From an optimization exercise on the open Yosys and OpenROAD flow, aimed at small area; shortcuts taken in it are not production practice. In this exercise RTL edits were held to simulation tests only and were not proved equivalent to the original. The clock port is modelled as an ideal driver; clocking choices that lean on that would not hold on a real chip.

==> flow/design.v, too long to show whole: its modules and the start of the top module <==
// module fast_frame_ctrl: 51 lines
// module fast_window: 63 lines
// module fast_segment_test: 3165 lines
// module fast_border_mask: 28 lines
// module fast_detector: 68 lines
module fast_detector #(
    parameter int IMG_WIDTH  = 32,
    parameter int IMG_HEIGHT = 24,
    parameter int EDGE       = 4,
    parameter int THRESHOLD  = 20
) (
    input  logic   i_clk,
    input  logic   i_rst_n,
    input  logic   i_valid,
    input  logic   i_start,
    input  logic [7:0]  i_pixel,
    output logic   o_ready,
    output logic   o_start,
    output logic   o_end,
    output logic   o_point_valid,
    output logic [28:0] o_point
);
  // ...
==> flow/flow/run.sh <==
#!/bin/bash
# Own flow: the standard layout (standard.sh, all ORFS steps and settings
# unchanged) with changes to the synthesis's mapping only:
#  - Yosys's synth runs with -noabc, so the explicit full adder equations of
#    the RTL reach extract_fa as written (no pre-mapping abc -fast pass that
#    inverts them);
#  - extract_fa extracts full adders only, leaving half adders to abc;
set -euo pipefail
W=$PWD
F=$W/flow
sed -e 's/extract_fa {\*}\[dont_use_extract_fa_args\]/extract_fa -fa/' \
    -e "s#  log_cmd abc {\*}\$abc_args#  log_cmd abc {*}[lreplace \$abc_args 1 1 $F/abc_area_relaxed.script]#" \
    "$FLOW_HOME/scripts/synth.tcl" > "$W/own_synth_core.tcl"
grep -q 'extract_fa -fa' "$W/own_synth_core.tcl"
grep -q 'abc_area_relaxed.script' "$W/own_synth_core.tcl"
{
    echo 'proc synth {args} { yosys synth -nofsm -noshare -noabc {*}$args }'
    echo "source $W/own_synth_core.tcl"
    tail -n +3 "$W/synth_recipe.tcl"
} > "$W/own_synth.tcl"
sed "s#SYNTH_SCRIPT=[^ ]*#SYNTH_SCRIPT=$W/own_synth.tcl#" "$W/standard.sh" > "$W/own_standard.sh"
grep -q "SYNTH_SCRIPT=$W/own_synth.tcl" "$W/own_standard.sh"
export CTS_ARGS="-sink_clustering_enable -repair_clock_nets -sink_clustering_size 28 -sink_clustering_max_diameter 90 -buf_list sky130_fd_sc_hd__clkbuf_16 -dont_use_dummy_load"
export BUFFER_PORTS_ARGS="-buffer_cell sky130_fd_sc_hd__buf_1"
bash "$W/own_standard.sh" finish > "$W/own_flow_make.log" 2>&1
==> flow/flow/abc_area_relaxed.script <==
&get -n
&st
&dch
&nf
&st
&syn2
&if -g -K 6
&synch2
&nf
&st
&syn2
&if -g -K 6
&synch2
&nf
&st
&dch -f
&nf -a
&st
&dch -f
&nf -p -R 100
&put
topo
stime -c
==> flow/standard.sh <==
#!/bin/bash
# synth_recipe.tcl (not shown) runs the flow's synth.tcl, then flattens the netlist and writes it again
# the make line also repeats each setting of config.mk as NAME=value (left out here)
make -C /OpenROAD-flow-scripts/flow DESIGN_CONFIG=/design/flow/config.mk WORK_HOME=/design/flow/orfs CLKGATE_MAP_FILE= SYNTH_SCRIPT=/design/flow/synth_recipe.tcl "${@:-finish}"
==> flow/config.mk <==
export PLATFORM = sky130hd
export DESIGN_NAME = fast_detector
export DESIGN_NICKNAME = fast_detector
export VERILOG_FILES = /design/flow/design.v
export SDC_FILE = /design/flow/constraint.sdc
export NUM_CORES = 4
export LEC_CHECK = 0
export CAP_MARGIN = 20
export CORE_MARGIN = 2
export CORE_UTILIZATION = 65
export CTS_BUF_LIST = sky130_fd_sc_hd__clkbuf_16
export CTS_CLUSTER_DIAMETER = 90
export CTS_CLUSTER_SIZE = 28
export PLACE_DENSITY = 0.85
export SLEW_MARGIN = 20
==> flow/constraint.sdc <==
create_clock -name core_clock -period 20.0 [get_ports {i_clk}]
set_input_delay 4.0000 -clock core_clock [delete_from_list [all_inputs] [get_ports {i_clk}]]
set_output_delay 4.0000 -clock core_clock [all_outputs]
set_load 0.01 [all_outputs]
==> flow_metrics.env, run 1 <==
export IMPL_status="complete, no violations"
export IMPL_cts_buffer_depth=3
export IMPL_grt_max_degree=209
export IMPL_synth_area_top_cells="edfxtp_1 78%, fa_1 12%, nor2_1 1.6%"
export IMPL_synth_edf_count=1464
export IMPL_grt_first_pass_wirelength_um=193000
export IMPL_via_per_inst=6.39
export IMPL_holdPathEnd="i_fast_window.chain_a1[166]"
export IMPL_avgSynthCellArea_sq_um=20.2
export IMPL_dr_wl_met2_um=67900
export IMPL_min_path_type="reg2reg"
export IMPL_whs_ps=367
export IMPL_yosysMostFrequentCell="edfxtp_1"
export IMPL_buffers=62
export IMPL_wl_per_cell_um=33.6
export IMPL_slowest_stage="o31ai_1"
export IMPL_path_common_cell="fa_1"
export IMPL_setup_viol_count_final=0
export IMPL_final_common_cell="edfxtp_1"
export IMPL_min_from="i_fast_window.chain_a1[158]"
export IMPL_inverters_excl_clock=55
export IMPL_post_cts_resized=0
export IMPL_syn_to_final_growth_pct=6.05
export IMPL_criticalPathCategory="reg2reg"
export IMPL_regToRegEndpoint="i_fast_border_mask.score_q[4]"
export IMPL_startpoint="i_fast_window.chain_a1[720]"
export IMPL_clock_buffers=60
==> run 2, diff against run 1 <==
--- a/flow/design.v
+++ b/flow/design.v
@@ -1728,4 +1728,4 @@
     assign c18 = (1'b0 & kb[8]) | (1'b0 & c16) | (kb[8] & c16);
-    assign s19 = 1'b0 ^ kb[9] ^ c18;
-    assign c20 = (1'b0 & kb[9]) | (1'b0 & c18) | (kb[9] & c18);
+    assign s19 = 1'b0 ^ 1'b1 ^ c18;
+    assign c20 = (1'b0 & 1'b1) | (1'b0 & c18) | (1'b1 & c18);
     assign z21 = |{s1,s3,s5,s7,s9,s11,s13,s15};
@@ -1799,4 +1799,4 @@
     assign c87 = (1'b0 & kb[8]) | (1'b0 & c85) | (kb[8] & c85);
-    assign s88 = 1'b0 ^ kb[9] ^ c87;
-    assign c89 = (1'b0 & kb[9]) | (1'b0 & c87) | (kb[9] & c87);
+    assign s88 = 1'b0 ^ 1'b1 ^ c87;
+    assign c89 = (1'b0 & 1'b1) | (1'b0 & c87) | (1'b1 & c87);
     assign z90 = |{s70,s72,s74,s76,s78,s80,s82,s84};
@@ -1870,4 +1870,4 @@
     assign c156 = (1'b0 & kb[8]) | (1'b0 & c154) | (kb[8] & c154);
-    assign s157 = 1'b0 ^ kb[9] ^ c156;
-    assign c158 = (1'b0 & kb[9]) | (1'b0 & c156) | (kb[9] & c156);
+    assign s157 = 1'b0 ^ 1'b1 ^ c156;
+    assign c158 = (1'b0 & 1'b1) | (1'b0 & c156) | (1'b1 & c156);
     assign z159 = |{s139,s141,s143,s145,s147,s149,s151,s153};
@@ -1941,4 +1941,4 @@
     assign c225 = (1'b0 & kb[8]) | (1'b0 & c223) | (kb[8] & c223);
-    assign s226 = 1'b0 ^ kb[9] ^ c225;
-    assign c227 = (1'b0 & kb[9]) | (1'b0 & c225) | (kb[9] & c225);
+    assign s226 = 1'b0 ^ 1'b1 ^ c225;
+    assign c227 = (1'b0 & 1'b1) | (1'b0 & c225) | (1'b1 & c225);
     assign z228 = |{s208,s210,s212,s214,s216,s218,s220,s222};
@@ -2012,4 +2012,4 @@
     assign c294 = (1'b0 & kb[8]) | (1'b0 & c292) | (kb[8] & c292);
-    assign s295 = 1'b0 ^ kb[9] ^ c294;
-    assign c296 = (1'b0 & kb[9]) | (1'b0 & c294) | (kb[9] & c294);
+    assign s295 = 1'b0 ^ 1'b1 ^ c294;
+    assign c296 = (1'b0 & 1'b1) | (1'b0 & c294) | (1'b1 & c294);
     assign z297 = |{s277,s279,s281,s283,s285,s287,s289,s291};
@@ -2083,4 +2083,4 @@
     assign c363 = (1'b0 & kb[8]) | (1'b0 & c361) | (kb[8] & c361);
-    assign s364 = 1'b0 ^ kb[9] ^ c363;
-    assign c365 = (1'b0 & kb[9]) | (1'b0 & c363) | (kb[9] & c363);
+    assign s364 = 1'b0 ^ 1'b1 ^ c363;
+    assign c365 = (1'b0 & 1'b1) | (1'b0 & c363) | (1'b1 & c363);
     assign z366 = |{s346,s348,s350,s352,s354,s356,s358,s360};
@@ -2154,4 +2154,4 @@
     assign c432 = (1'b0 & kb[8]) | (1'b0 & c430) | (kb[8] & c430);
-    assign s433 = 1'b0 ^ kb[9] ^ c432;
-    assign c434 = (1'b0 & kb[9]) | (1'b0 & c432) | (kb[9] & c432);
+    assign s433 = 1'b0 ^ 1'b1 ^ c432;
+    assign c434 = (1'b0 & 1'b1) | (1'b0 & c432) | (1'b1 & c432);
     assign z435 = |{s415,s417,s419,s421,s423,s425,s427,s429};
@@ -2225,4 +2225,4 @@
     assign c501 = (1'b0 & kb[8]) | (1'b0 & c499) | (kb[8] & c499);
-    assign s502 = 1'b0 ^ kb[9] ^ c501;
-    assign c503 = (1'b0 & kb[9]) | (1'b0 & c501) | (kb[9] & c501);
+    assign s502 = 1'b0 ^ 1'b1 ^ c501;
+    assign c503 = (1'b0 & 1'b1) | (1'b0 & c501) | (1'b1 & c501);
     assign z504 = |{s484,s486,s488,s490,s492,s494,s496,s498};
@@ -2296,4 +2296,4 @@
     assign c570 = (1'b0 & kb[8]) | (1'b0 & c568) | (kb[8] & c568);
-    assign s571 = 1'b0 ^ kb[9] ^ c570;
-    assign c572 = (1'b0 & kb[9]) | (1'b0 & c570) | (kb[9] & c570);
+    assign s571 = 1'b0 ^ 1'b1 ^ c570;
+    assign c572 = (1'b0 & 1'b1) | (1'b0 & c570) | (1'b1 & c570);
     assign z573 = |{s553,s555,s557,s559,s561,s563,s565,s567};
@@ -2367,4 +2367,4 @@
     assign c639 = (1'b0 & kb[8]) | (1'b0 & c637) | (kb[8] & c637);
-    assign s640 = 1'b0 ^ kb[9] ^ c639;
-    assign c641 = (1'b0 & kb[9]) | (1'b0 & c639) | (kb[9] & c639);
+    assign s640 = 1'b0 ^ 1'b1 ^ c639;
+    assign c641 = (1'b0 & 1'b1) | (1'b0 & c639) | (1'b1 & c639);
     assign z642 = |{s622,s624,s626,s628,s630,s632,s634,s636};
@@ -2438,4 +2438,4 @@
     assign c708 = (1'b0 & kb[8]) | (1'b0 & c706) | (kb[8] & c706);
-    assign s709 = 1'b0 ^ kb[9] ^ c708;
-    assign c710 = (1'b0 & kb[9]) | (1'b0 & c708) | (kb[9] & c708);
+    assign s709 = 1'b0 ^ 1'b1 ^ c708;
+    assign c710 = (1'b0 & 1'b1) | (1'b0 & c708) | (1'b1 & c708);
     assign z711 = |{s691,s693,s695,s697,s699,s701,s703,s705};
@@ -2509,4 +2509,4 @@
     assign c777 = (1'b0 & kb[8]) | (1'b0 & c775) | (kb[8] & c775);
-    assign s778 = 1'b0 ^ kb[9] ^ c777;
-    assign c779 = (1'b0 & kb[9]) | (1'b0 & c777) | (kb[9] & c777);
+    assign s778 = 1'b0 ^ 1'b1 ^ c777;
+    assign c779 = (1'b0 & 1'b1) | (1'b0 & c777) | (1'b1 & c777);
     assign z780 = |{s760,s762,s764,s766,s768,s770,s772,s774};
@@ -2580,4 +2580,4 @@
     assign c846 = (1'b0 & kb[8]) | (1'b0 & c844) | (kb[8] & c844);
-    assign s847 = 1'b0 ^ kb[9] ^ c846;
-    assign c848 = (1'b0 & kb[9]) | (1'b0 & c846) | (kb[9] & c846);
+    assign s847 = 1'b0 ^ 1'b1 ^ c846;
+    assign c848 = (1'b0 & 1'b1) | (1'b0 & c846) | (1'b1 & c846);
     assign z849 = |{s829,s831,s833,s835,s837,s839,s841,s843};
@@ -2651,4 +2651,4 @@
     assign c915 = (1'b0 & kb[8]) | (1'b0 & c913) | (kb[8] & c913);
-    assign s916 = 1'b0 ^ kb[9] ^ c915;
-    assign c917 = (1'b0 & kb[9]) | (1'b0 & c915) | (kb[9] & c915);
+    assign s916 = 1'b0 ^ 1'b1 ^ c915;
+    assign c917 = (1'b0 & 1'b1) | (1'b0 & c915) | (1'b1 & c915);
     assign z918 = |{s898,s900,s902,s904,s906,s908,s910,s912};
@@ -2722,4 +2722,4 @@
     assign c984 = (1'b0 & kb[8]) | (1'b0 & c982) | (kb[8] & c982);
-    assign s985 = 1'b0 ^ kb[9] ^ c984;
-    assign c986 = (1'b0 & kb[9]) | (1'b0 & c984) | (kb[9] & c984);
+    assign s985 = 1'b0 ^ 1'b1 ^ c984;
+    assign c986 = (1'b0 & 1'b1) | (1'b0 & c984) | (1'b1 & c984);
     assign z987 = |{s967,s969,s971,s973,s975,s977,s979,s981};
@@ -2793,4 +2793,4 @@
     assign c1053 = (1'b0 & kb[8]) | (1'b0 & c1051) | (kb[8] & c1051);
-    assign s1054 = 1'b0 ^ kb[9] ^ c1053;
-    assign c1055 = (1'b0 & kb[9]) | (1'b0 & c1053) | (kb[9] & c1053);
+    assign s1054 = 1'b0 ^ 1'b1 ^ c1053;
+    assign c1055 = (1'b0 & 1'b1) | (1'b0 & c1053) | (1'b1 & c1053);
     assign z1056 = |{s1036,s1038,s1040,s1042,s1044,s1046,s1048,s1050};
--- a/flow/flow/run.sh
+++ b/flow/flow/run.sh
@@ -22,3 +22,3 @@
 grep -q "SYNTH_SCRIPT=$W/own_synth.tcl" "$W/own_standard.sh"
-export CTS_ARGS="-sink_clustering_enable -repair_clock_nets -sink_clustering_size 28 -sink_clustering_max_diameter 90 -buf_list sky130_fd_sc_hd__clkbuf_16 -dont_use_dummy_load"
+export CTS_ARGS="-sink_clustering_enable -repair_clock_nets -sink_clustering_size 26 -sink_clustering_max_diameter 85 -buf_list sky130_fd_sc_hd__clkbuf_16 -dont_use_dummy_load"
 export BUFFER_PORTS_ARGS="-buffer_cell sky130_fd_sc_hd__buf_1"
==> flow/flow/abc_area_relaxed.script (replaced) <==
&get -n
&st
&dch
&nf
&st
&syn2
&if -g -K 6
&synch2
&nf
&st
&deepsyn -T 60
&dch -f
&nf -p -R 1000
&put
topo
stime -c
--- a/flow/config.mk
+++ b/flow/config.mk
@@ -11,4 +11,4 @@
 export CTS_BUF_LIST = sky130_fd_sc_hd__clkbuf_16
-export CTS_CLUSTER_DIAMETER = 90
-export CTS_CLUSTER_SIZE = 28
+export CTS_CLUSTER_DIAMETER = 85
+export CTS_CLUSTER_SIZE = 26
 export PLACE_DENSITY = 0.85
==> run 2 against run 1 <==
Effect of this change:
- utilization up 0.13 points
- count of clock-buffer cells in the layout is 10 higher
- first-iteration DRC count shrank 22%
- global-route usage down 3.0 points
- clock skew increased by 43 ps
- sequential share of layout area is 0.095 points higher
- critical endpoint unchanged
==> flow_metrics.env, run 2 <==
export IMPL_wl_per_cell_um=31.4
export IMPL_multi_input_area_sq_um=11300
export IMPL_synth_main_ff_cell="edfxtp_1"
export IMPL_ctsHoldBuffers=0
export IMPL_post_cts_resized=0
export IMPL_insertion_delay_ps=690
export IMPL_cts_tree="done"
export IMPL_core_sq_um=85000
export IMPL_yosysMostFrequentCell="edfxtp_1"
export IMPL_die_w_um=296
export IMPL_final_common_cell="edfxtp_1"
export IMPL_worstPathArrival_ps=13560
export IMPL_grt_max_degree=220
export IMPL_cts_num_sinks=1484
export IMPL_die_h_um=296
export IMPL_path_max_fanout=36
export IMPL_grt_util_all_layers_pct=28.4
export IMPL_pre_cts_ws_ps=7340
export IMPL_cts_buffers=70
export IMPL_grt_pass1_vias=24500
export IMPL_yosysTopAreaCellShare_pct=79.1
export IMPL_grt_overflow=0
export IMPL_grt_first_pass_wirelength_um=172000
export IMPL_timing_slew_headroom_pct=22.6
export IMPL_yosys_area_top_type="edfxtp_1"
export IMPL_regArea_sq_um=44400
export IMPL_syn_to_final_growth_pct=6.74
export IMPL_gp_congestion=0.944
export IMPL_synth_commonest_cells="1,464 x edfxtp_1, 322 x fa_1, 128 x nor2_1"
export IMPL_routed_wl_um=122000
export IMPL_final_cell_mix="1,464 x edfxtp_1, 322 x fa_1, 126 x nor2_1, 117 x and3_1, 79 x nand2_1"
export IMPL_seq_area_frac_synth_pct=79.8
export IMPL_cts_root_buf="clkbuf_16"
export IMPL_netlist_instances=2616
export IMPL_top_regs="i_fast_window.chain_a1 x944, i_fast_window.chain_a2 x272, i_fast_window.chain_b x208"
export IMPL_tightest_slew_ps=1150
export IMPL_netlist_area_sq_um=55600
export IMPL_largest_reg_flops=944
export IMPL_dpl_hpwl_um=82000
export IMPL_ys_ff_latch=1484
export IMPL_min_period_ps=13190
export IMPL_drv_slew=0
export IMPL_via_per_inst=6.25
export IMPL_synth_area_top_cells="edfxtp_1 79%, fa_1 12%, and3_1 1.3%"
export IMPL_clock_skew_final_ps=146
export IMPL_drt_first_pass_iters=6
export IMPL_synthArstFlopShare_pct=0.135
export IMPL_clk_pin_slew_worst_paths_ps=110
export IMPL_boundaryPins=45
export IMPL_cp_end_kind="flip-flop"
export IMPL_final_setup_worst_slack_ps=6810
export IMPL_start_kind="flip-flop"
export IMPL_first_iter_violations=3077
export IMPL_rsz0062_at_grt="false"
export IMPL_avgSynthCellArea_sq_um=21.2
export IMPL_cts_buffer_depth=3
export IMPL_antenna_left=0
export IMPL_postCtsSetupBuffers=0
export IMPL_synth_edf_count=1464
export IMPL_required_ps=20370
export IMPL_hold_violations=0
export IMPL_max_clock_freq_mhz=75.8
export IMPL_ys_types=45
export IMPL_top_register="i_fast_window.chain_a1"
export IMPL_min_path_type="reg2reg"
export IMPL_yosys_warnings=4
export IMPL_period_share_pct=66.0
export IMPL_via_count=24300
export IMPL_drc=0
export IMPL_dieArea_sq_um=87900
export IMPL_whs_ps=336
export IMPL_port_buffers=34
export IMPL_fill_cells=4860
export IMPL_drive_above_1_share_pct=4.08
export IMPL_htreeDepth=3
export IMPL_rows=107
export IMPL_antenna_found_initial=6
export IMPL_criticalPathCategory="reg2reg"
export IMPL_nNetsFinal=3084
export IMPL_final_cells=3893
export IMPL_start_util_pct=65.4
export IMPL_max_cap_violations=0
export IMPL_setup_viol_count_final=0
export IMPL_status="complete, no violations"
export IMPL_dp_cells=3819
## run 2: final timing paths
check	startpoint	end	slack, ps	cells after the start
max	i_fast_window.chain_a1[720]	i_fast_border_mask.score_q[4]	6810	27
min	i_fast_window.chain_a1[933]	i_fast_window.chain_a1[941]	340	0
max reg2reg	i_fast_window.chain_a1[720]	i_fast_border_mask.score_q[4]	6810	27
min reg2reg	i_fast_window.chain_a1[933]	i_fast_window.chain_a1[941]	340	0
max in group asynchronous	i_rst_n	i_fast_frame_ctrl.active	16700	1
min in group asynchronous	i_rst_n	i_fast_frame_ctrl.vq	3140	1
## run 2: per-stage QoR
step	utilization, %	instance area, sq um	TNS, ps
after global routing	69.8	59300	0
after CTS	69.7	59200	0
final	69.8	59300	0
after floorplan	-	55700	-564460
after detailed placement	67.6	57500	0
after global placement	67.6	57500	0
## run 2: cell families after synthesis
kind of cell | count (synthesis) | share of synthesized area [%]
buffers and inverters | 22 | 0.216
AOI/OAI and AO/OA | 152 | 1.81
other | 1 | 0.00675
and+or+nand+nor | 553 | 5.24
DFF | 1484 | 79.8
adders and majority gates | 322 | 11.6
xor gates and xnor gates | 82 | 1.29
## run 2: area by class of cell
class                           count  area share [%]
Clock buffer                       70            2.95
Antenna cell                        1         0.00422
Timing Repair Buffer               63           0.740
Sequential cell                  1484            74.8
Inverter                           12           0.120
Multi-Input combinational cell   1119            19.0
Tap cell                         1144            2.41
## run 2: metal layers
| layer | track usage [%] | part of all wire, % | vias to the layer above | wire, um |
|---|---|---|---|---|
| met5 | 0 | 0 | - | 0 |
| met4 | 10.4 | 4.1 | 0 | 5040 |
| met3 | 4.62 | 7.4 | 260 | 9090 |
| met2 | 45.4 | 48 | 1336 | 59000 |
| met1 | 40.5 | 40 | 12600 | 49100 |
| li1 | - | - | 10100 | - |
## run 2: worst max-delay path, stage by stage, from the launching register on
cell and delay [ps]:
edfxtp_1 380, buf_4 350, o21ai_0 1000, nand2_2 940
fa_1 760, fa_1 480, fa_1 440, fa_1 440
fa_1 440, fa_1 550, o2111ai_1 350, nand2_1 260
nor3_1 310, fa_1 580, fa_1 490, fa_1 510
fa_1 460, fa_1 500, fa_1 510, nor2b_1 170
fa_1 420, fa_1 430, fa_1 430, fa_1 400
nor4_1 200, nand4_1 250, nor3_1 610, a221oi_1 210
==> run 3, diff against run 2 <==
--- a/flow/flow/run.sh
+++ b/flow/flow/run.sh
@@ -22,3 +22,3 @@
 grep -q "SYNTH_SCRIPT=$W/own_synth.tcl" "$W/own_standard.sh"
-export CTS_ARGS="-sink_clustering_enable -repair_clock_nets -sink_clustering_size 26 -sink_clustering_max_diameter 85 -buf_list sky130_fd_sc_hd__clkbuf_16 -dont_use_dummy_load"
+export CTS_ARGS="-sink_clustering_enable -repair_clock_nets -sink_clustering_size 25 -sink_clustering_max_diameter 80 -buf_list sky130_fd_sc_hd__clkbuf_16 -dont_use_dummy_load"
 export BUFFER_PORTS_ARGS="-buffer_cell sky130_fd_sc_hd__buf_1"
--- a/flow/config.mk
+++ b/flow/config.mk
@@ -11,4 +11,4 @@
 export CTS_BUF_LIST = sky130_fd_sc_hd__clkbuf_16
-export CTS_CLUSTER_DIAMETER = 85
-export CTS_CLUSTER_SIZE = 26
+export CTS_CLUSTER_DIAMETER = 80
+export CTS_CLUSTER_SIZE = 25
 export PLACE_DENSITY = 0.85
==> run 3 against run 2 <==
Effect of this change:
- critical endpoint unchanged
- clock skew is 31 ps lower
- still clean
- flip-flop and latch count stayed put
- utilization is 0.071 points higher
==> flow_metrics.env, run 3 <==
export IMPL_required_ps=20390
export IMPL_grt_max_degree=220
export IMPL_drive_above_1_share_pct=4.15
export IMPL_synth_edf_count=1464
export IMPL_top_regs="i_fast_window.chain_a1 x944, i_fast_window.chain_a2 x272, i_fast_window.chain_b x208"
export IMPL_core_sq_um=85000
export IMPL_clk_pin_slew_worst_paths_ps=90
export IMPL_cp_end_kind="flip-flop"
export IMPL_drc=0
export IMPL_timing_slew_headroom_pct=28.7
export IMPL_synth_area_top_cells="edfxtp_1 79%, fa_1 12%, and3_1 1.3%"
export IMPL_htreeDepth=3
export IMPL_rows=107
export IMPL_postCtsSetupBuffers=0
export IMPL_synth_commonest_cells="1,464 x edfxtp_1, 322 x fa_1, 128 x nor2_1"
export IMPL_cts_root_buf="clkbuf_16"
export IMPL_yosys_warnings=4
export IMPL_dieArea_sq_um=87900
export IMPL_antenna_found_initial=8
export IMPL_cts_buffer_depth=3
export IMPL_wl_per_cell_um=31.3
export IMPL_insertion_delay_ps=680
export IMPL_synth_main_ff_cell="edfxtp_1"
export IMPL_die_w_um=296
export IMPL_boundaryPins=45
export IMPL_via_per_inst=6.25
export IMPL_start_util_pct=65.4
export IMPL_gp_congestion=0.944
export IMPL_start_kind="flip-flop"
export IMPL_setup_viol_count_final=0
export IMPL_final_cell_mix="1,464 x edfxtp_1, 322 x fa_1, 126 x nor2_1, 117 x and3_1, 79 x nand2_1"
export IMPL_cts_tree="done"
export IMPL_clock_skew_final_ps=116
export IMPL_netlist_area_sq_um=55600
export IMPL_regArea_sq_um=44400
export IMPL_drt_first_pass_iters=6
export IMPL_placed_cell_area_sq_um=57500
export IMPL_yosysMostFrequentCell="edfxtp_1"
export IMPL_post_cts_resized=0
export IMPL_ys_types=45
export IMPL_startpoint="i_fast_window.chain_a1[720]"
export IMPL_multi_input_area_sq_um=11300
export IMPL_yosysTopAreaCellShare_pct=79.1
export IMPL_first_iter_violations=3182
export IMPL_antenna_left=0
export IMPL_avgSynthCellArea_sq_um=21.2
export IMPL_die_h_um=296
export IMPL_dpl_hpwl_um=82000
export IMPL_port_buffers=34
export IMPL_min_period_ps=13020
export IMPL_cts_buffers=73
export IMPL_top_register="i_fast_window.chain_a1"
export IMPL_max_cap_violations=0
export IMPL_drv_slew=0
export IMPL_fill_cells=4825
export IMPL_finalInstanceArea_sq_um=59400
export IMPL_grt_pass1_vias=24500
export IMPL_timing_rr_start="i_fast_window.chain_a1[720]"
export IMPL_path_max_fanout=36
export IMPL_synthArstFlopShare_pct=0.135
export IMPL_hold_violations=0
export IMPL_nNetsFinal=3086
export IMPL_syn_to_final_growth_pct=6.85
export IMPL_yosys_area_top_type="edfxtp_1"
export IMPL_final_common_cell="edfxtp_1"
export IMPL_tightest_slew_ps=1070
export IMPL_status="complete, no violations"
export IMPL_largest_reg_flops=944
export IMPL_rsz0062_at_grt="false"
export IMPL_via_count=24400
export IMPL_routed_wl_um=122000
export IMPL_min_path_type="reg2reg"
export IMPL_fin_tns_setup_ps=0
export IMPL_cts_num_sinks=1484
export IMPL_grt_overflow=0
export IMPL_netlist_instances=2616
export IMPL_criticalPathCategory="reg2reg"
export IMPL_worstPathArrival_ps=13400
export IMPL_seq_area_frac_synth_pct=79.8
export IMPL_ctsHoldBuffers=0
export IMPL_grt_util_all_layers_pct=28.5
export IMPL_ys_ff_latch=1484
export IMPL_grt_first_pass_wirelength_um=173000
export IMPL_period_share_pct=65.1
export IMPL_max_clock_freq_mhz=76.8
export IMPL_min_from="i_fast_window.chain_a2[37]"
export IMPL_whs_ps=370
## run 3: layer usage
metal / track usage (%) / wire length [um]
met5: 0 / 8
met4: 10.6 / 5190
met3: 4.30 / 8950
met2: 45.3 / 58500
met1: 41.0 / 49600
## run 3: logic make-up (layout without fill, tap and decap cells)
group,after synthesis,count (layout),synth area share [%]
flip-flops,1484,1484,79.8
AND/OR/NAND/NOR,553,553,5.24
adder cells (fa/ha/maj),322,322,11.6
AO/OA/AOI/OAI,152,152,1.81
XOR/XNOR,82,82,1.29
buffers and inverters,22,147,0.216
other,1,16,0.00675
## run 3: layout make-up
class	instances	area share (%)
Sequential cell	1484	74.7
Multi-Input combinational cell	1119	19.0
Clock buffer	73	3.08
Tap cell	1144	2.41
Timing Repair Buffer	62	0.693
Inverter	12	0.120
Antenna cell	6	0.0253
## run 3: per-stage QoR
| stage | cells | worst slack (ps) | util (%) |
|---|---|---|---|
| 6_report | 3900 | 6980 | 69.9 |
| 5_1_grt | 3894 | 6510 | 69.8 |
| 4_1_cts | 3892 | 7120 | 69.8 |
| 3_5_place_dp | 3819 | 7340 | 67.6 |
| 3_3_place_gp | 3819 | 8000 | 67.6 |
| 2_1_floorplan | 2625 | -598 | - |
## run 3: worst max-delay path, cell delays in order (launching register included)
cell and delay [ps]:
edfxtp_1 390, buf_4 370, o21ai_0 870, nand2_2 890
fa_1 730, fa_1 450, fa_1 460, fa_1 450
fa_1 460, fa_1 570, o2111ai_1 340, nand2_1 260
nor3_1 300, fa_1 580, fa_1 490, fa_1 510
fa_1 460, fa_1 500, fa_1 510, nor2b_1 170
fa_1 420, fa_1 440, fa_1 420, fa_1 400
nor4_1 200, nand4_1 260, nor3_1 620, a221oi_1 210
## run 3: path summary, 6_finish.rpt
kind	end	slack (ps)	cells after the start
min in group asynchronous	i_fast_frame_ctrl.vq	3150	1
max in group asynchronous	i_fast_frame_ctrl.active	16690	1
max	i_fast_border_mask.score_q[4]	6980	27
max reg2reg	i_fast_border_mask.score_q[4]	6980	27
min	i_fast_window.chain_a2[45]	370	0
min reg2reg	i_fast_window.chain_a2[45]	370	0
==> run 4, diff against run 3 <==
--- a/flow/flow/run.sh
+++ b/flow/flow/run.sh
@@ -22,3 +22,3 @@
 grep -q "SYNTH_SCRIPT=$W/own_synth.tcl" "$W/own_standard.sh"
-export CTS_ARGS="-sink_clustering_enable -repair_clock_nets -sink_clustering_size 25 -sink_clustering_max_diameter 80 -buf_list sky130_fd_sc_hd__clkbuf_16 -dont_use_dummy_load"
+export CTS_ARGS="-sink_clustering_enable -repair_clock_nets -sink_clustering_size 28 -sink_clustering_max_diameter 80 -buf_list sky130_fd_sc_hd__clkbuf_16 -dont_use_dummy_load"
 export BUFFER_PORTS_ARGS="-buffer_cell sky130_fd_sc_hd__buf_1"
--- a/flow/config.mk
+++ b/flow/config.mk
@@ -10,6 +10,3 @@
 export CORE_UTILIZATION = 65
-export CTS_BUF_LIST = sky130_fd_sc_hd__clkbuf_16
-export CTS_CLUSTER_DIAMETER = 80
-export CTS_CLUSTER_SIZE = 25
-export PLACE_DENSITY = 0.85
+export PLACE_DENSITY = 0.95
 export SLEW_MARGIN = 20
==> run 4 against run 3 <==
Effect of this change:
- sequential share of layout area rose by 0.47 points
- wire length grew 2.6%
- utilization shrank 0.43 points
- first-iteration DRC count increased by 17%
- critical path type unchanged
- critical endpoint is now i_fast_border_mask.score_q[5]
- largest cell class unchanged
- highest routed layer unchanged
==> flow_metrics.env, run 4 <==
export IMPL_antenna_found_initial=9
export IMPL_synth_commonest_cells="1,464 x edfxtp_1, 322 x fa_1, 128 x nor2_1"
export IMPL_boundaryPins=45
export IMPL_cts_num_sinks=1484
export IMPL_top_regs="i_fast_window.chain_a1 x944, i_fast_window.chain_a2 x272, i_fast_window.chain_b x208"
export IMPL_setup_viol_count_final=0
export IMPL_drive_above_1_share_pct=3.62
export IMPL_clock_skew_final_ps=140
export IMPL_synth_edf_count=1464
export IMPL_largest_reg_flops=944
export IMPL_ys_types=45
export IMPL_start_util_pct=65.4
export IMPL_netlist_area_sq_um=55600
export IMPL_cts_buffers=60
export IMPL_wl_per_cell_um=32.3
export IMPL_regArea_sq_um=44400
export IMPL_hold_violations=0
export IMPL_cts_buffer_depth=3
export IMPL_synthArstFlopShare_pct=0.135
export IMPL_final_common_cell="edfxtp_1"
export IMPL_cp_end_kind="flip-flop"
export IMPL_ctsHoldBuffers=0
export IMPL_synth_main_ff_cell="edfxtp_1"
export IMPL_grt_pass1_vias=24400
export IMPL_drv_slew=0
export IMPL_postCtsSetupBuffers=0
export IMPL_cts_tree="done"
export IMPL_tightest_slew_ps=1060
export IMPL_whs_ps=362
export IMPL_start_kind="flip-flop"
export IMPL_drc=0
export IMPL_yosysTopAreaCellShare_pct=79.1
export IMPL_multi_input_area_sq_um=11200
export IMPL_first_iter_violations=3719
export IMPL_ys_ff_latch=1484
export IMPL_final_cell_mix="1,464 x edfxtp_1, 322 x fa_1, 127 x nor2_1, 117 x and3_1, 79 x nand2_1"
export IMPL_dieArea_sq_um=87900
export IMPL_syn_to_final_growth_pct=6.18
export IMPL_max_clock_freq_mhz=79.3
export IMPL_rows=107
export IMPL_yosysMostFrequentCell="edfxtp_1"
export IMPL_routed_wl_um=125000
export IMPL_min_path_type="reg2reg"
export IMPL_period_share_pct=63.1
export IMPL_timing_slew_headroom_pct=29.4
export IMPL_via_per_inst=6.31
export IMPL_grt_max_degree=222
export IMPL_criticalPathCategory="reg2reg"
export IMPL_cts_root_buf="clkbuf_16"
export IMPL_insertion_delay_ps=710
export IMPL_status="complete, no violations"
export IMPL_nNetsFinal=3071
export IMPL_clk_pin_slew_worst_paths_ps=100
export IMPL_port_buffers=34
export IMPL_worstPathArrival_ps=13010
export IMPL_max_cap_violations=0
export IMPL_avgSynthCellArea_sq_um=21.2
export IMPL_yosys_warnings=4
export IMPL_yosys_area_top_type="edfxtp_1"
export IMPL_antenna_left=0
export IMPL_seq_area_frac_synth_pct=79.8
export IMPL_core_sq_um=85000
export IMPL_die_w_um=296
export IMPL_dpl_hpwl_um=83900
export IMPL_grt_overflow=0
export IMPL_final_setup_worst_slack_ps=7380
export IMPL_min_period_ps=12620
export IMPL_htreeDepth=2
export IMPL_via_count=24500
export IMPL_gp_congestion=0.968
export IMPL_grt_first_pass_wirelength_um=175000
export IMPL_pre_cts_ws_ps=7740
export IMPL_synth_area_top_cells="edfxtp_1 79%, fa_1 12%, and3_1 1.3%"
export IMPL_required_ps=20400
export IMPL_die_h_um=296
export IMPL_fill_cells=4805
export IMPL_grt_util_all_layers_pct=29.0
export IMPL_top_register="i_fast_window.chain_a1"
export IMPL_drt_first_pass_iters=6
export IMPL_rsz0062_at_grt="false"
export IMPL_netlist_instances=2616
export IMPL_path_max_fanout=36
export IMPL_post_cts_resized=0
-- run 4: cell type report --
| class | count | share of cell area (%) |
|---|---|---|
| flip-flops and latches | 1484 | 75.2 |
| diodes | 1 | 0.00424 |
| clock buffers | 60 | 2.54 |
| inverters | 12 | 0.121 |
| repair buffers | 60 | 0.715 |
| well taps | 1144 | 2.43 |
| multi-input cells | 1119 | 19.0 |
-- run 4: final timing paths --
kind | startpoint | endpoint | slack (ps) | depth (start not counted)
worst max-delay path | i_fast_window.chain_a1[720] | i_fast_border_mask.score_q[5] | 7380 | 27
min in group asynchronous | i_rst_n | i_fast_frame_ctrl.active | 3160 | 1
max in group asynchronous | i_rst_n | i_fast_frame_ctrl.vq | 16630 | 1
worst max register to register | i_fast_window.chain_a1[720] | i_fast_border_mask.score_q[5] | 7380 | 27
worst min register to register | i_fast_window.chain_a1[465] | i_fast_window.chain_a1[473] | 360 | 0
worst min-delay path | i_fast_window.chain_a1[465] | i_fast_window.chain_a1[473] | 360 | 0
-- run 4: metal layers --
| metal | GRT usage, % | wire length (um) | up-vias |
|---|---|---|---|
| met3 | 6.24 | 11400 | 268 |
| met5 | 0 | 31 | - |
| li1 | - | - | 10100 |
| met4 | 7.26 | 3840 | 6 |
| met1 | 41.3 | 49400 | 12700 |
| met2 | 46.9 | 60900 | 1437 |
-- run 4: kinds of logic (layout without fill, tap and decap cells) --
group / count (synthesis) / count (layout) / share of synthesized area [%]
flops: 1484 / 1484 / 79.8
compound gates: 152 / 152 / 1.81
simple gates: 553 / 553 / 5.24
other cells: 1 / 11 / 0.00675
buf+inv: 22 / 132 / 0.216
fa+ha+maj: 322 / 322 / 11.6
xor+xnor: 82 / 82 / 1.29
-- run 4: critical path, stage by stage (launching register included) --
cell and delay (ps):
edfxtp_1 380, buf_4 350, o21ai_0 550, nand2_2 750, fa_1 740, fa_1 500
fa_1 490, fa_1 460, fa_1 460, fa_1 580, o2111ai_1 290, nand2_1 310
nor3_1 360, fa_1 570, fa_1 490, fa_1 500, fa_1 480, fa_1 500
fa_1 520, nor2b_1 160, fa_1 420, fa_1 440, fa_1 430, fa_1 400
nor4_1 180, nand4_1 220, nor3_1 630, a221oi_1 180
-- run 4: through the flow --
step           area [sq um]  TNS [ps]  cells  util [%]
4_1_cts               58900         0   3877      69.3
3_3_place_gp          57400         0   3817      67.6
2_1_floorplan         55700   -564460   2625         -
5_1_grt               59000         0   3879      69.4
6_report              59000         0   3880      69.4
3_5_place_dp          57400         0   3817      67.6
==> run 5, diff against run 4 <==
--- a/flow/config.mk
+++ b/flow/config.mk
@@ -10,2 +10,5 @@
 export CORE_UTILIZATION = 65
+export CTS_BUF_LIST = sky130_fd_sc_hd__clkbuf_16
+export CTS_CLUSTER_DIAMETER = 80
+export CTS_CLUSTER_SIZE = 28
 export PLACE_DENSITY = 0.95
==> run 5 against run 4 <==
Effect of this change:
- setup slack unchanged
- highest routed layer unchanged
- wire length unchanged
- first-iteration DRC count unchanged
- flip-flop and latch count unchanged
- register-to-register slack about the same
- area after synthesis unchanged
==> flow_metrics.env, run 5 <==
export IMPL_nNetsFinal=3071
export IMPL_clock_skew_final_ps=140
export IMPL_utilization_pct=69.4
export IMPL_grt_pass1_vias=24400
export IMPL_period_share_pct=63.1
export IMPL_final_cell_mix="1,464 x edfxtp_1, 322 x fa_1, 127 x nor2_1, 117 x and3_1, 79 x nand2_1"
export IMPL_top_register="i_fast_window.chain_a1"
export IMPL_placed_cell_area_sq_um=57400
export IMPL_drive_above_1_share_pct=3.62
export IMPL_dieArea_sq_um=87900
export IMPL_yosys_warnings=4
export IMPL_min_period_ps=12620
export IMPL_seq_area_frac_synth_pct=79.8
export IMPL_yosys_area_top_type="edfxtp_1"
export IMPL_synth_main_ff_cell="edfxtp_1"
export IMPL_core_sq_um=85000
export IMPL_path_max_fanout=36
export IMPL_post_cts_resized=0
export IMPL_boundaryPins=45
export IMPL_clk_pin_slew_worst_paths_ps=100
export IMPL_die_h_um=296
export IMPL_synthArstFlopShare_pct=0.135
export IMPL_start_kind="flip-flop"
export IMPL_antenna_found_initial=9
export IMPL_cpPeakStageDelay_ps=750
export IMPL_grt_first_pass_wirelength_um=175000
export IMPL_yosysTopAreaCellShare_pct=79.1
export IMPL_largest_reg_flops=944
export IMPL_finalInstanceArea_sq_um=59000
export IMPL_cts_buffers=60
export IMPL_critPathTopFamily="adder cells"
export IMPL_status="complete, no violations"
export IMPL_tightest_slew_ps=1060
export IMPL_antenna_left=0
export IMPL_top_regs="i_fast_window.chain_a1 x944, i_fast_window.chain_a2 x272, i_fast_window.chain_b x208"
export IMPL_timing_slew_headroom_pct=29.4
export IMPL_htreeDepth=2
export IMPL_grt_util_all_layers_pct=29.0
export IMPL_ys_types=45
export IMPL_dpl_hpwl_um=83900
export IMPL_setup_viol_count_final=0
export IMPL_cts_root_buf="clkbuf_16"
export IMPL_criticalPathCategory="reg2reg"
export IMPL_ctsHoldBuffers=0
export IMPL_max_clock_freq_mhz=79.3
export IMPL_avgSynthCellArea_sq_um=21.2
export IMPL_synth_edf_count=1464
export IMPL_netlist_instances=2616
export IMPL_via_per_inst=6.31
export IMPL_cts_num_sinks=1484
export IMPL_ys_ff_latch=1484
export IMPL_slowest_stage="nand2_2"
export IMPL_final_common_cell="edfxtp_1"
export IMPL_gp_congestion=0.968
export IMPL_wl_per_cell_um=32.3
export IMPL_first_iter_violations=3719
export IMPL_syn_to_final_growth_pct=6.18
export IMPL_worstPathArrival_ps=13010
export IMPL_insertion_delay_ps=710
export IMPL_critPathBufInv=1
export IMPL_rsz0062_at_grt="false"
export IMPL_rows=107
export IMPL_die_w_um=296
export IMPL_netlist_area_sq_um=55600
export IMPL_drv_slew=0
export IMPL_routed_wl_um=125000
export IMPL_grt_max_degree=222
export IMPL_start_util_pct=65.4
export IMPL_synth_commonest_cells="1,464 x edfxtp_1, 322 x fa_1, 128 x nor2_1"
export IMPL_yosysMostFrequentCell="edfxtp_1"
export IMPL_min_path_type="reg2reg"
export IMPL_postCtsSetupBuffers=0
export IMPL_grt_overflow=0
export IMPL_cts_tree="done"
export IMPL_synth_area_top_cells="edfxtp_1 79%, fa_1 12%, and3_1 1.3%"
export IMPL_cts_buffer_depth=3
export IMPL_path_common_cell="fa_1"
export IMPL_drc=0
export IMPL_port_buffers=34
export IMPL_via_count=24500
export IMPL_max_cap_violations=0
export IMPL_hold_violations=0
export IMPL_required_ps=20400
export IMPL_drt_first_pass_iters=6
export IMPL_cp_end_kind="flip-flop"
run 5: cell counts after synthesis:
No cell type changed its count.
run 5: worst paths after layout:
kind                                              from                       endpoint  slack (ps)  depth (start not counted)
min in group asynchronous                      i_rst_n       i_fast_frame_ctrl.active        3160                          1
max reg2reg                i_fast_window.chain_a1[720]  i_fast_border_mask.score_q[5]        7380                         27
min                        i_fast_window.chain_a1[465]    i_fast_window.chain_a1[473]         360                          0
max                        i_fast_window.chain_a1[720]  i_fast_border_mask.score_q[5]        7380                         27
min reg2reg                i_fast_window.chain_a1[465]    i_fast_window.chain_a1[473]         360                          0
max in group asynchronous                      i_rst_n           i_fast_frame_ctrl.vq       16630                          1
run 5: cells by family (layout without fill, tap and decap cells):
family	Yosys count	after routing	synth area share, %
AO/OA/AOI/OAI	152	152	1.81
other	1	11	0.00675
AND/OR/NAND/NOR	553	553	5.24
flip-flops	1484	1484	79.8
buffers and inverters	22	132	0.216
adder cells (fa/ha/maj)	322	322	11.6
XOR/XNOR	82	82	1.29
run 5: layout make-up:
cell class | instances | area [sq um]
clock buffers | 60 | 1500
repair buffers | 60 | 422
multi-input cells | 1119 | 11200
diodes | 1 | 2.50
flip-flops and latches | 1484 | 44400
inverters | 12 | 71.3
fillers | 4805 | 26000
well taps | 1144 | 1430
run 5: metal layers:
metal / part of all wire, % / vias to the layer above / GRT usage (%) / wire length (um)
li1: - / 10100 / - / -
met1: 39 / 12700 / 41.3 / 49400
met2: 49 / 1437 / 46.9 / 60900
met3: 9.1 / 268 / 6.24 / 11400
met4: 3.1 / 6 / 7.26 / 3840
met5: 0.025 / - / 0 / 31
run 5: per-stage QoR:
step / TNS, ps / instances / hold WS, ps / setup WS [ps]
2_1_floorplan: -564460 / 2625 / 400 / -598
3_3_place_gp: 0 / 3817 / 400 / 8060
3_5_place_dp: 0 / 3817 / 405 / 7740
4_1_cts: 0 / 3877 / 366 / 7490
5_1_grt: 0 / 3879 / 361 / 6980
6_report: 0 / 3880 / 362 / 7380
==> run 6, diff against run 5 <==
--- a/flow/flow/run.sh
+++ b/flow/flow/run.sh
@@ -22,3 +22,3 @@
 grep -q "SYNTH_SCRIPT=$W/own_synth.tcl" "$W/own_standard.sh"
-export CTS_ARGS="-sink_clustering_enable -repair_clock_nets -sink_clustering_size 28 -sink_clustering_max_diameter 80 -buf_list sky130_fd_sc_hd__clkbuf_16 -dont_use_dummy_load"
+export CTS_ARGS="-sink_clustering_enable -repair_clock_nets -sink_clustering_size 30 -sink_clustering_max_diameter 80 -buf_list sky130_fd_sc_hd__clkbuf_16 -dont_use_dummy_load"
 export BUFFER_PORTS_ARGS="-buffer_cell sky130_fd_sc_hd__buf_1"
==> run 6 against run 5 <==
Effect of this change:
- still clean
- first-iteration DRC count down 0.91%
- count of clock-buffer cells in the layout is 2 lower
- non-clock buffer count shrank 1
- hold slack better by 5.7 ps
- global-route usage is 0.072 points lower
- clock skew rose by 9.9 ps
- register-to-register slack hardly changed
- wire length down 0.91%
- utilization fell by 0.090 points
- critical endpoint unchanged
- largest cell class unchanged
==> flow_metrics.env, run 6 <==
export IMPL_status="complete, no violations"
export IMPL_routed_wl_um=124000
export IMPL_cp_end_kind="flip-flop"
export IMPL_dieArea_sq_um=87900
export IMPL_grt_overflow=0
export IMPL_dpl_hpwl_um=83900
export IMPL_synth_commonest_cells="1,464 x edfxtp_1, 322 x fa_1, 128 x nor2_1"
export IMPL_largest_reg_flops=944
export IMPL_start_util_pct=65.4
export IMPL_syn_to_final_growth_pct=6.04
export IMPL_cts_tree="done"
export IMPL_nNetsFinal=3068
export IMPL_antenna_found_initial=6
export IMPL_netlist_area_sq_um=55600
export IMPL_r2r_slack_ps=7380
export IMPL_tightest_slew_ps=1040
export IMPL_startpoint="i_fast_window.chain_a1[720]"
export IMPL_drt_first_pass_iters=8
export IMPL_min_period_ps=12620
export IMPL_first_iter_violations=3685
export IMPL_gp_congestion=0.968
export IMPL_final_setup_worst_slack_ps=7380
export IMPL_final_common_cell="edfxtp_1"
export IMPL_slowest_stage="nand2_2"
export IMPL_core_sq_um=85000
export IMPL_grt_util_all_layers_pct=28.9
export IMPL_dp_cells=3817
export IMPL_path_max_fanout=36
export IMPL_netlist_instances=2616
export IMPL_required_ps=20370
export IMPL_die_w_um=296
export IMPL_synth_area_top_cells="edfxtp_1 79%, fa_1 12%, and3_1 1.3%"
export IMPL_rsz0062_at_grt="false"
export IMPL_timing_slew_headroom_pct=30.2
export IMPL_yosysMostFrequentCell="edfxtp_1"
export IMPL_drive_above_1_share_pct=3.51
export IMPL_n_antenna_cell=0
export IMPL_boundaryPins=45
export IMPL_clock_skew_final_ps=150
export IMPL_cts_buffers=58
export IMPL_start_kind="flip-flop"
export IMPL_timing_rr_start="i_fast_window.chain_a1[720]"
export IMPL_max_clock_freq_mhz=79.2
export IMPL_path_common_cell="fa_1"
export IMPL_top_regs="i_fast_window.chain_a1 x944, i_fast_window.chain_a2 x272, i_fast_window.chain_b x208"
export IMPL_yosys_warnings=4
export IMPL_ys_types=45
export IMPL_port_buffers=34
export IMPL_cts_num_sinks=1484
export IMPL_cts_buffer_depth=3
export IMPL_setup_viol_count_final=0
export IMPL_avgSynthCellArea_sq_um=21.2
export IMPL_cts_root_buf="clkbuf_16"
export IMPL_drc=0
export IMPL_via_count=24400
export IMPL_post_cts_resized=0
export IMPL_via_per_inst=6.29
export IMPL_grt_max_degree=222
export IMPL_synth_edf_count=1464
export IMPL_drv_slew=0
export IMPL_grt_first_pass_wirelength_um=175000
export IMPL_whs_ps=368
export IMPL_cpPeakStageDelay_ps=800
export IMPL_synthArstFlopShare_pct=0.135
export IMPL_postCtsSetupBuffers=0
export IMPL_criticalPathCategory="reg2reg"
export IMPL_max_cap_violations=0
export IMPL_synth_main_ff_cell="edfxtp_1"
export IMPL_final_cell_mix="1,464 x edfxtp_1, 322 x fa_1, 127 x nor2_1, 117 x and3_1, 79 x nand2_1"
export IMPL_worstPathArrival_ps=12990
export IMPL_insertion_delay_ps=700
export IMPL_hold_violations=0
export IMPL_ctsHoldBuffers=0
export IMPL_min_from="i_fast_window.chain_a1[484]"
export IMPL_pre_cts_ws_ps=7740
export IMPL_top_register="i_fast_window.chain_a1"
export IMPL_final_cells=3876
export IMPL_min_path_type="reg2reg"
export IMPL_clk_pin_slew_worst_paths_ps=110
export IMPL_wl_per_cell_um=32.1
export IMPL_ys_ff_latch=1484
export IMPL_antenna_left=0
export IMPL_yosys_area_top_type="edfxtp_1"
export IMPL_htreeDepth=2
export IMPL_rows=107
export IMPL_seq_area_frac_synth_pct=79.8
export IMPL_die_h_um=296
export IMPL_yosysTopAreaCellShare_pct=79.1
export IMPL_grt_pass1_vias=24300
export IMPL_period_share_pct=63.1
[run 6: critical path: cells and delay by family, from the launching register on]
| kind | cells | cell delay [ps] |
|---|---|---|
| AO/OA/AOI/OAI | 3 | 1210 |
| adder cells (fa/ha/maj) | 16 | 7800 |
| buffers and inverters | 1 | 350 |
| flip-flops | 1 | 380 |
| AND/OR/NAND/NOR | 7 | 2590 |
[run 6: cells by family (layout without fill, tap and decap cells)]
logic type / Yosys count / in the layout / synth area share, %
compound gates: 152 / 152 / 1.81
other cells: 1 / 10 / 0.00675
flops: 1484 / 1484 / 79.8
xor+xnor: 82 / 82 / 1.29
buf+inv: 22 / 129 / 0.216
fa+ha+maj: 322 / 322 / 11.6
simple gates: 553 / 553 / 5.24
[run 6: routing by layer]
metal	track usage, %	routed length (um)
met1	41.2	48700
met2	46.4	60200
met3	6.08	11000
met4	8.18	4370
met5	0	40
[run 6: final timing paths]
kind	to	cells past startpoint
min	i_fast_window.chain_a1[492]	0
max	i_fast_border_mask.score_q[5]	27
max reg2reg	i_fast_border_mask.score_q[5]	27
min in group asynchronous	i_fast_frame_ctrl.active	1
max in group asynchronous	i_fast_frame_ctrl.vq	1
min reg2reg	i_fast_window.chain_a1[492]	0
[run 6: per-stage QoR]
step	area (sq um)	TNS, ps	util, %
after floorplan	55700	-564460	-
after global placement	57400	0	67.6
after detailed placement	57400	0	67.6
after CTS	58900	0	69.3
after global routing	58900	0	69.3
final	58900	0	69.3
[run 6: area by class of cell]
class / instances / area, sq um
Inverter: 12 / 71.3
Sequential cell: 1484 / 44400
Tap cell: 1144 / 1430
Timing Repair Buffer: 59 / 398
Multi-Input combinational cell: 1119 / 11200
Clock buffer: 58 / 1450
Fill cell: 4864 / 26100
==> run 7, diff against run 6 <==
--- a/flow/config.mk
+++ b/flow/config.mk
@@ -12,3 +12,3 @@
 export CTS_CLUSTER_DIAMETER = 80
-export CTS_CLUSTER_SIZE = 28
+export CTS_CLUSTER_SIZE = 30
 export PLACE_DENSITY = 0.95
==> run 7 against run 6 <==
Effect of this change:
- sequential share of layout area stayed put
- count of clock-buffer cells in the layout stayed put
- via count stayed put
- largest cell class unchanged
- cell count stayed put
- wire length stayed put
- critical path depth stayed put
==> flow_metrics.env, run 7 <==
export IMPL_core_sq_um=85000
export IMPL_final_setup_worst_slack_ps=7380
export IMPL_placed_cell_area_sq_um=57400
export IMPL_criticalPathCategory="reg2reg"
export IMPL_yosysTopAreaCellShare_pct=79.1
export IMPL_min_path_type="reg2reg"
export IMPL_largest_reg_flops=944
export IMPL_grt_pass1_vias=24300
export IMPL_r2r_cells=27
export IMPL_dieArea_sq_um=87900
export IMPL_clock_skew_final_ps=150
export IMPL_max_clock_freq_mhz=79.2
export IMPL_drv_slew=0
export IMPL_port_buffers=34
export IMPL_cp_end_kind="flip-flop"
export IMPL_gp_congestion=0.968
export IMPL_period_share_pct=63.1
export IMPL_routed_wl_um=124000
export IMPL_drt_first_pass_iters=8
export IMPL_ys_ff_latch=1484
export IMPL_synth_area_top_cells="edfxtp_1 79%, fa_1 12%, and3_1 1.3%"
export IMPL_fin_tns_setup_ps=0
export IMPL_fill_cells=4864
export IMPL_antenna_found_initial=6
export IMPL_n_antenna_cell=0
export IMPL_yosysMostFrequentCell="edfxtp_1"
export IMPL_final_common_cell="edfxtp_1"
export IMPL_synthArstFlopShare_pct=0.135
export IMPL_cts_buffer_depth=3
export IMPL_antenna_left=0
export IMPL_ctsHoldBuffers=0
export IMPL_cts_tree="done"
export IMPL_rows=107
export IMPL_whs_ps=368
export IMPL_startpoint="i_fast_window.chain_a1[720]"
export IMPL_start_kind="flip-flop"
export IMPL_postCtsSetupBuffers=0
export IMPL_synth_commonest_cells="1,464 x edfxtp_1, 322 x fa_1, 128 x nor2_1"
export IMPL_cts_buffers=58
export IMPL_timing_rr_start="i_fast_window.chain_a1[720]"
export IMPL_start_util_pct=65.4
export IMPL_via_per_inst=6.29
export IMPL_min_period_ps=12620
export IMPL_synth_edf_count=1464
export IMPL_setup_viol_count_final=0
export IMPL_top_regs="i_fast_window.chain_a1 x944, i_fast_window.chain_a2 x272, i_fast_window.chain_b x208"
export IMPL_grt_util_all_layers_pct=28.9
export IMPL_htreeDepth=2
export IMPL_worstPathArrival_ps=12990
export IMPL_cts_num_sinks=1484
export IMPL_die_h_um=296
export IMPL_grt_overflow=0
export IMPL_grt_first_pass_wirelength_um=175000
export IMPL_tightest_slew_ps=1040
export IMPL_drive_above_1_share_pct=3.51
export IMPL_max_cap_violations=0
export IMPL_insertion_delay_ps=700
export IMPL_cts_root_buf="clkbuf_16"
export IMPL_netlist_instances=2616
export IMPL_ys_types=45
export IMPL_post_cts_resized=0
export IMPL_syn_to_final_growth_pct=6.04
export IMPL_min_from="i_fast_window.chain_a1[484]"
export IMPL_wl_per_cell_um=32.1
export IMPL_netlist_area_sq_um=55600
export IMPL_timing_slew_headroom_pct=30.2
export IMPL_required_ps=20370
export IMPL_synth_main_ff_cell="edfxtp_1"
export IMPL_dpl_hpwl_um=83900
export IMPL_hold_violations=0
export IMPL_via_count=24400
export IMPL_nNetsFinal=3068
export IMPL_pre_cts_ws_ps=7740
export IMPL_grt_max_degree=222
export IMPL_avgSynthCellArea_sq_um=21.2
export IMPL_boundaryPins=45
export IMPL_yosys_area_top_type="edfxtp_1"
export IMPL_status="complete, no violations"
export IMPL_final_cell_mix="1,464 x edfxtp_1, 322 x fa_1, 127 x nor2_1, 117 x and3_1, 79 x nand2_1"
export IMPL_finalInstanceArea_sq_um=58900
export IMPL_drc=0
export IMPL_die_w_um=296
export IMPL_whs_path_depth=0
export IMPL_utilization_pct=69.3
export IMPL_rsz0062_at_grt="false"
export IMPL_top_register="i_fast_window.chain_a1"
export IMPL_clk_pin_slew_worst_paths_ps=110
export IMPL_path_max_fanout=36
export IMPL_yosys_warnings=4
export IMPL_first_iter_violations=3685
export IMPL_seq_area_frac_synth_pct=79.8
run 7: cell counts after synthesis:
No cell type changed its count.
run 7: final timing paths:
kind / slack (ps) / endpoint
max: 7380 / i_fast_border_mask.score_q[5]
min: 370 / i_fast_window.chain_a1[492]
max reg2reg: 7380 / i_fast_border_mask.score_q[5]
min reg2reg: 370 / i_fast_window.chain_a1[492]
max in group asynchronous: 16710 / i_fast_frame_ctrl.vq
min in group asynchronous: 3120 / i_fast_frame_ctrl.active
run 7: layout make-up:
cell class	count	area [sq um]	area share [%]
clock buffers	58	1450	2.46
inverters	12	71.3	0.121
multi-input cells	1119	11200	19.0
flip-flops and latches	1484	44400	75.3
well taps	1144	1430	2.43
repair buffers	59	398	0.675
run 7: worst max-delay path: stages, from the launching register on:
cell       delay (ps)
edfxtp_1          380
buf_4             350
o21ai_0           630
nand2_2           800
fa_1              700
fa_1              450
fa_1              430
fa_1              430
fa_1              440
fa_1              600
o2111ai_1         400
nand2_1           240
nor3_1            330
fa_1              590
fa_1              490
fa_1              490
fa_1              480
fa_1              500
fa_1              520
nor2b_1           170
fa_1              420
fa_1              440
fa_1              420
fa_1              400
nor4_1            200
nand4_1           230
nor3_1            620
a221oi_1          180
run 7: layer usage:
layer  track usage (%)  wire [um]
met1              41.2      48700
met2              46.4      60200
met3              6.08      11000
met4              8.18       4370
met5                 0         40
run 7: cell families after synthesis:
kind of cell	synth area share, %
XOR/XNOR	1.29
adder cells (fa/ha/maj)	11.6
other	0.00675
buffers and inverters	0.216
flip-flops	79.8
AO/OA/AOI/OAI	1.81
AND/OR/NAND/NOR	5.24
run 7: metrics by stage:
step / cells
CTS: 3875
global placement: 3817
finish: 3876
global route: 3876
detailed placement: 3817
floorplan: 2625
==> run 8, diff against run 7 <==
--- a/flow/config.mk
+++ b/flow/config.mk
@@ -9,6 +9,3 @@
 export CORE_MARGIN = 2
-export CORE_UTILIZATION = 65
-export CTS_BUF_LIST = sky130_fd_sc_hd__clkbuf_16
-export CTS_CLUSTER_DIAMETER = 80
-export CTS_CLUSTER_SIZE = 30
+export CORE_UTILIZATION = 70
 export PLACE_DENSITY = 0.95
==> run 8 against run 7 <==
Effect of this change:
- critical path type unchanged
- synthesized cell count unchanged
- largest cell class unchanged
- sequential share of layout area up 0.15 points
- area after synthesis unchanged
- hold slack better by 18 ps
- flip-flop and latch count unchanged
- non-clock buffer count unchanged
- utilization up 5.4 points
- critical path depth unchanged
- die area down 7.1%
- setup slack worse by 690 ps
- clock skew down 14 ps
==> flow_metrics.env, run 8 <==
export IMPL_top_regs="i_fast_window.chain_a1 x944, i_fast_window.chain_a2 x272, i_fast_window.chain_b x208"
export IMPL_synthArstFlopShare_pct=0.135
export IMPL_final_cell_mix="1,464 x edfxtp_1, 322 x fa_1, 126 x nor2_1, 117 x and3_1, 79 x nand2_1"
export IMPL_largest_reg_flops=944
export IMPL_timing_rr_start="i_fast_window.chain_a1[720]"
export IMPL_start_util_pct=70.6
export IMPL_dpl_hpwl_um=87200
export IMPL_whs_ps=386
export IMPL_postCtsSetupBuffers=0
export IMPL_dieArea_sq_um=81700
export IMPL_final_common_cell="edfxtp_1"
export IMPL_grt_pass1_vias=25700
export IMPL_hold_violations=0
export IMPL_htreeDepth=2
export IMPL_ys_types=45
export IMPL_netlist_instances=2616
export IMPL_max_clock_freq_mhz=75.1
export IMPL_drive_above_1_share_pct=3.55
export IMPL_synth_main_ff_cell="edfxtp_1"
export IMPL_top_register="i_fast_window.chain_a1"
export IMPL_gp_congestion=1.01
export IMPL_slowest_stage="nand2_2"
export IMPL_syn_to_final_growth_pct=5.83
export IMPL_period_share_pct=66.6
export IMPL_r2r_slack_ps=6690
export IMPL_wl_per_cell_um=35.3
export IMPL_yosys_area_top_type="edfxtp_1"
export IMPL_die_w_um=286
export IMPL_grt_util_all_layers_pct=33.4
export IMPL_core_sq_um=78700
export IMPL_grt_max_degree=223
export IMPL_via_count=25600
export IMPL_min_path_type="reg2reg"
export IMPL_antenna_left=0
export IMPL_timing_slew_headroom_pct=20.3
export IMPL_synth_area_top_cells="edfxtp_1 79%, fa_1 12%, and3_1 1.3%"
export IMPL_cts_num_sinks=1484
export IMPL_path_max_fanout=36
export IMPL_cts_buffer_depth=3
export IMPL_critPathBufInv=1
export IMPL_max_cap_violations=0
export IMPL_seq_area_frac_synth_pct=79.8
export IMPL_via_per_inst=6.76
export IMPL_antenna_found_initial=8
export IMPL_avgSynthCellArea_sq_um=21.2
export IMPL_cpPeakStageDelay_ps=730
export IMPL_boundaryPins=45
export IMPL_yosysTopAreaCellShare_pct=79.1
export IMPL_clock_skew_final_ps=136
export IMPL_cts_buffers=58
export IMPL_worstPathArrival_ps=13720
export IMPL_min_period_ps=13310
export IMPL_cts_tree="done"
export IMPL_insertion_delay_ps=710
export IMPL_criticalPathCategory="reg2reg"
export IMPL_drt_first_pass_iters=9
export IMPL_first_iter_violations=4087
export IMPL_tightest_slew_ps=1190
export IMPL_routed_wl_um=133000
export IMPL_path_common_cell="fa_1"
export IMPL_yosysMostFrequentCell="edfxtp_1"
export IMPL_yosys_warnings=4
export IMPL_drc=0
export IMPL_rows=103
export IMPL_cts_root_buf="clkbuf_16"
export IMPL_r2r_cells=27
export IMPL_post_cts_resized=0
export IMPL_netlist_area_sq_um=55600
export IMPL_clk_pin_slew_worst_paths_ps=110
export IMPL_holdPathEnd="i_fast_window.chain_a1[548]"
export IMPL_port_buffers=34
export IMPL_ctsHoldBuffers=0
export IMPL_min_from="i_fast_window.chain_a1[540]"
export IMPL_drv_slew=0
export IMPL_ys_ff_latch=1484
export IMPL_nNetsFinal=3068
export IMPL_whs_path_depth=0
export IMPL_status="complete, no violations"
export IMPL_grt_first_pass_wirelength_um=188000
export IMPL_required_ps=20400
export IMPL_synth_commonest_cells="1,464 x edfxtp_1, 322 x fa_1, 128 x nor2_1"
export IMPL_die_h_um=286
export IMPL_synth_edf_count=1464
export IMPL_fin_tns_setup_ps=0
export IMPL_regToRegEndpoint="i_fast_border_mask.score_q[0]"
export IMPL_setup_viol_count_final=0
export IMPL_start_kind="flip-flop"
export IMPL_critPathTopFamily="adder cells"
export IMPL_cp_end_kind="flip-flop"
export IMPL_rsz0062_at_grt="false"
export IMPL_grt_overflow=0
-- run 8: cell counts after synthesis --
Identical to the previous run, type by type.
-- run 8: final cells by class --
type                    instances  area (sq um)
fillers                      3930         19900
well taps                    1050          1310
clock buffers                  58          1450
repair buffers                 59           377
inverters                      12          71.3
flip-flops and latches       1484         44400
multi-input cells            1119         11200
diodes                          2          5.00
-- run 8: layer usage --
| layer | routed length [um] | track usage [%] |
|---|---|---|
| met5 | 70 | 0 |
| met4 | 7430 | 14.6 |
| met3 | 15700 | 9.30 |
| met2 | 63500 | 52.4 |
| met1 | 46700 | 45.0 |
-- run 8: how the worst max path moves through the flow --
stage                           startpoint                             to  slack (ps)  depth (start not counted)
3_5_place_dp   i_fast_window.chain_a1[720]  i_fast_border_mask.score_q[0]        7490                         27
2_1_floorplan                      i_valid      i_fast_window.chain_a1[0]        -600                          2
6_report       i_fast_window.chain_a1[720]  i_fast_border_mask.score_q[0]        6690                         27
5_1_grt        i_fast_window.chain_a1[720]  i_fast_border_mask.score_q[0]        6470                         27
4_1_cts        i_fast_window.chain_a1[720]  i_fast_border_mask.score_q[0]        6980                         27
3_3_place_gp   i_fast_window.chain_a1[720]  i_fast_border_mask.score_q[6]        8130                         28
-- run 8: kinds of logic after synthesis --
group,after synthesis,synth area share (%)
flops,1484,79.8
simple gates,553,5.24
fa+ha+maj,322,11.6
compound gates,152,1.81
xor+xnor,82,1.29
buf+inv,22,0.216
other cells,1,0.00675
-- run 8: through the flow --
step	util (%)	cell area, sq um	cells	setup WS, ps
final	74.7	58800	3784	6690
after global routing	74.7	58800	3782	6470
after CTS	74.6	58800	3781	6980
after detailed placement	72.8	57300	3723	7490
after global placement	72.8	57300	3723	8130
after floorplan	-	55700	2625	-598

## static timing again, ports no longer ideal
How much do the figures lean on ideal ports? The routed layouts below were timed once more, with nothing changed but the port constraints. Step 1 sets driving cells, clkbuf_16 on the clock port and buf_2 on the other inputs (assumed; they add their load-dependent delay and slew). Step 2 also shifts input and output timing later by t, the mid clock arrival at the registers, as if the neighbouring blocks saw the same clock. Three values: no drivers, after step 1, after step 2; two values: the first two.
| run | shift t [ns] | slack for setup (ns) | worst setup path at the end | slew at the worst register clock pin (ns) | cell pins on the clock port's net |
|---|---|---|---|---|---|
| run 1 | 0.714 | 5.952 / 5.952 / 5.952 | register to register | 0.11 / 0.11 | 1 |
| run 2 | 0.689 | 6.808 / 6.808 / 6.808 | register to register | 0.11 / 0.11 | 1 |
| run 3 | 0.685 | 6.985 / 6.985 / 6.985 | register to register | 0.10 / 0.10 | 1 |
| run 4 | 0.713 | 7.382 / 7.382 / 7.382 | register to register | 0.12 / 0.12 | 1 |
| run 5 | 0.713 | 7.382 / 7.382 / 7.382 | register to register | 0.12 / 0.12 | 1 |
| run 6 | 0.689 | 7.378 / 7.378 / 7.378 | register to register | 0.12 / 0.12 | 1 |
| run 7 | 0.689 | 7.378 / 7.378 / 7.378 | register to register | 0.12 / 0.12 | 1 |
| run 8 | 0.718 | 6.688 / 6.688 / 6.688 | register to register | 0.12 / 0.12 | 1 |
After both steps every run listed still meets setup and hold.
